Source: an optimization exercise on an open RTL-to-GDS flow (aim: small area). Production flows keep margins and buffers that such runs may drop. Function was checked by simulation only, so behaviour that the tests miss may differ from the original. No driver is modelled on the clock port, so clock power and skew are understated where the tree is cut down; a real chip needs a root buffer or a tree. Power is estimated from default activity; no workload was simulated.

Design calc_top, start of the top module:
module calc_top(clk_i, reset_i, key_i, key_valid_i, led_o, disp_we_o, disp_data_o);
For scale: ~230 cells after synthesis, about 32 I/O pins, roughly 0.0027 mm2 of cells after synthesis.
export LEC_CHECK = 0
export ABC_AREA = 1
export CAP_MARGIN = 20
export CORE_MARGIN = 2
export CORE_UTILIZATION = 75
export PLACE_DENSITY = 0.9
export SLEW_MARGIN = 20
create_clock -name core_clock -period 10.0 [get_ports {clk_i}]
standard.sh (not shown) runs the stock make flow with config.mk's settings and CLKGATE_MAP_FILE= SYNTH_SCRIPT=/design/flow/synth_recipe.tcl, a recipe that flattens the netlist after the stock synthesis.
==> flow/flow/run.sh <==
#!/bin/bash
# Standard synthesis, then the standard layout steps with these changes:
#  - after floorplan, abc's buffers are removed, the logic is remapped for area
#    (restructure) and each logic cell is set to
#    the smallest drive of its family (placement repair upsizes where needed);
#  - the port buffers are the smallest buffer cell;
#  - the clock tree is three clkbuf_8, each driving a third of the registers
#    (balanced k-means clusters), fed from the clock port (flow/clock_tree.tcl).
set -uo pipefail
HERE=$(pwd)
bash standard.sh synth > synth.log 2>&1 || exit 1
export REMOVE_ABC_BUFFERS=1
export POST_FLOORPLAN_TCL=$HERE/flow/post_floorplan.tcl
export BUFFER_PORTS_ARGS="-buffer_cell sky130_fd_sc_hd__buf_1"
export PRE_CTS_TCL=$HERE/flow/clock_tree.tcl
export CTS_ARGS="-sink_clustering_enable -repair_clock_nets -dont_use_dummy_load -buf_list sky130_fd_sc_hd__clkbuf_4 -root_buf sky130_fd_sc_hd__clkbuf_4 -sink_clustering_size 20 -sink_clustering_max_diameter 100"
bash standard.sh finish > layout.log 2>&1
==> flow/flow/clock_tree.tcl <==
# Clock tree of K leaf buffers, each driving one k-means cluster of the
# registers, all fed straight from the clock port.
proc my_clock_tree {K master_name} {
  set db [ord::get_db]
  set block [ord::get_db_block]
  set master [$db findMaster $master_name]
  set clk [$block findNet clk_i]
  set sinks {}
  foreach it [$clk getITerms] {
    set inst [$it getInst]
    set xy [$inst getLocation]
    lappend sinks [list $it [expr {[lindex $xy 0] + [[$inst getMaster] getWidth]/2}] [expr {[lindex $xy 1] + [[$inst getMaster] getHeight]/2}]]
  }
  set n [llength $sinks]
  # k-means, seeded with sinks spread through the list sorted by x+y
  set sorted [lsort -real -index 1 $sinks]
  set cents {}
  for {set k 0} {$k < $K} {incr k} {
    set s [lindex $sorted [expr {int(($k + 0.5) * $n / $K)}]]
    lappend cents [list [lindex $s 1] [lindex $s 2]]
  }
  for {set iter 0} {$iter < 50} {incr iter} {
    # balanced assignment: closest (sink, centre) pairs first, at most cap per centre
    set cap [expr {int(ceil(double($n) / $K))}]
    set pairs {}
    set i 0
    foreach s $sinks {
      for {set k 0} {$k < $K} {incr k} {
        set c [lindex $cents $k]
        lappend pairs [list [expr {abs([lindex $s 1]-[lindex $c 0]) + abs([lindex $s 2]-[lindex $c 1])}] $i $k]
      }
      incr i
    }
    set assign [lrepeat $n -1]
    set cnt [lrepeat $K 0]
    foreach p [lsort -real -index 0 $pairs] {
      lassign $p d i k
      if {[lindex $assign $i] >= 0 || [lindex $cnt $k] >= $cap} { continue }
      lset assign $i $k
      lset cnt $k [expr {[lindex $cnt $k] + 1}]
    }
    set newc {}
    for {set k 0} {$k < $K} {incr k} {
      set sx 0; set sy 0; set m 0
      foreach s $sinks a $assign {
        if {$a == $k} { set sx [expr {$sx + [lindex $s 1]}]; set sy [expr {$sy + [lindex $s 2]}]; incr m }
      }
      if {$m > 0} { lappend newc [list [expr {$sx / $m}] [expr {$sy / $m}]] } else { lappend newc [lindex $cents $k] }
    }
    set cents $newc
  }
  for {set k 0} {$k < $K} {incr k} {
    set net [odb::dbNet_create $block "clknet_leaf_$k"]
    $net setSigType CLOCK
    set buf [odb::dbInst_create $block $master "clkbuf_leaf_$k"]
    [$buf findITerm A] connect $clk
    [$buf findITerm X] connect $net
    set c [lindex $cents $k]
    $buf setLocation [expr {int([lindex $c 0])}] [expr {int([lindex $c 1])}]
    $buf setPlacementStatus PLACED
    set m 0
    foreach s $sinks a $assign {
      if {$a == $k} { set it [lindex $s 0]; $it disconnect; $it connect $net; incr m }
    }
    puts "my_clock_tree: clkbuf_leaf_$k drives $m registers"
  }
}

# Used as PRE_CTS_TCL: ORFS's cts.tcl then calls this in place of TritonCTS,
# and goes on with its own placement legalisation and timing repair.
rename clock_tree_synthesis tritoncts_clock_tree_synthesis
proc clock_tree_synthesis {args} {
  my_clock_tree 3 sky130_fd_sc_hd__clkbuf_8
  set_propagated_clock [all_clocks]
}
Other scripts of this flow, unchanged in this note and not shown: flow/flow/downsize.tcl, flow/flow/post_floorplan.tcl
The starting point completed with no timing, DRC or antenna violations.
Next try:
Settings changed: CORE_UTILIZATION 75 to 65, PLACE_DENSITY 0.9 to 0.8.
Outcome: Sequential share of layout area came out lower by 0.13 points. Cell area barely changes. Global-route usage came out lower by 4.9 points. Total power came out lower by 1.3%. Setup slack gains 150 ps. Via count came out lower by 4.6%. Final cell count came out higher by 1.6%.
Next try:
--- a/flow/flow/run.sh
+++ b/flow/flow/run.sh
@@ -5,5 +5,5 @@
 #    the smallest drive of its family (placement repair upsizes where needed);
 #  - the port buffers are the smallest buffer cell;
-#  - the clock tree is three clkbuf_8, each driving a third of the registers
+#  - the clock tree is four clkbuf_8, each driving a quarter of the registers
 #    (balanced k-means clusters), fed from the clock port (flow/clock_tree.tcl).
 set -uo pipefail
--- a/flow/flow/clock_tree.tcl
+++ b/flow/flow/clock_tree.tcl
@@ -71,5 +71,5 @@
 rename clock_tree_synthesis tritoncts_clock_tree_synthesis
 proc clock_tree_synthesis {args} {
-  my_clock_tree 3 sky130_fd_sc_hd__clkbuf_8
+  my_clock_tree 4 sky130_fd_sc_hd__clkbuf_8
   set_propagated_clock [all_clocks]
 }
Routed wire length is higher slightly.
Clock skew is lower by 10 ps.
First-iteration DRC count is higher by a few percent.
Final area is higher slightly.
Combinational power is about the same.
Clock power is higher by roughly a tenth.
Power is higher slightly.
Area after synthesis does not change.
Synthesized cell count is unchanged.
Cell count is higher slightly.
Hold slack barely changes.
No run of this note takes its clock network from TritonCTS; it comes from the design's own scripts or RTL.

[port drivers added, routing unchanged]
Ports are ideal in the flow. The routed layouts listed here were re-timed in OpenROAD.
Step 1 (the two cells are an assumption about what drives the block):
set clk [get_ports {clk_i}]
set_driving_cell -lib_cell sky130_fd_sc_hd__clkbuf_16 $clk
set_driving_cell -lib_cell sky130_fd_sc_hd__buf_2 [delete_from_list [all_inputs] $clk]
Step 2 moves the port delays by t, midway between the first and last clock arrival at a register: inputs arrive t later, outputs are due t later. That takes back most of the time a late clock gives input paths.
a / b / c = no drivers / after step 1 / after step 2; a / b = the first two.
run | shift t [ns] | setup WS [ns] | worst hold slack (ns) | worst data-port slew with drivers (ns)
the first run | 0.203 | 5.105 / 5.063 / 5.266 | 0.433 / 0.433 / 0.433 | 0.03
the second run | 0.206 | 5.254 / 5.211 / 5.417 | 0.428 / 0.428 / 0.428 | 0.03
the third run | 0.197 | 5.259 / 5.208 / 5.404 | 0.426 / 0.426 / 0.426 | 0.03
After both steps every run listed still meets setup and hold.
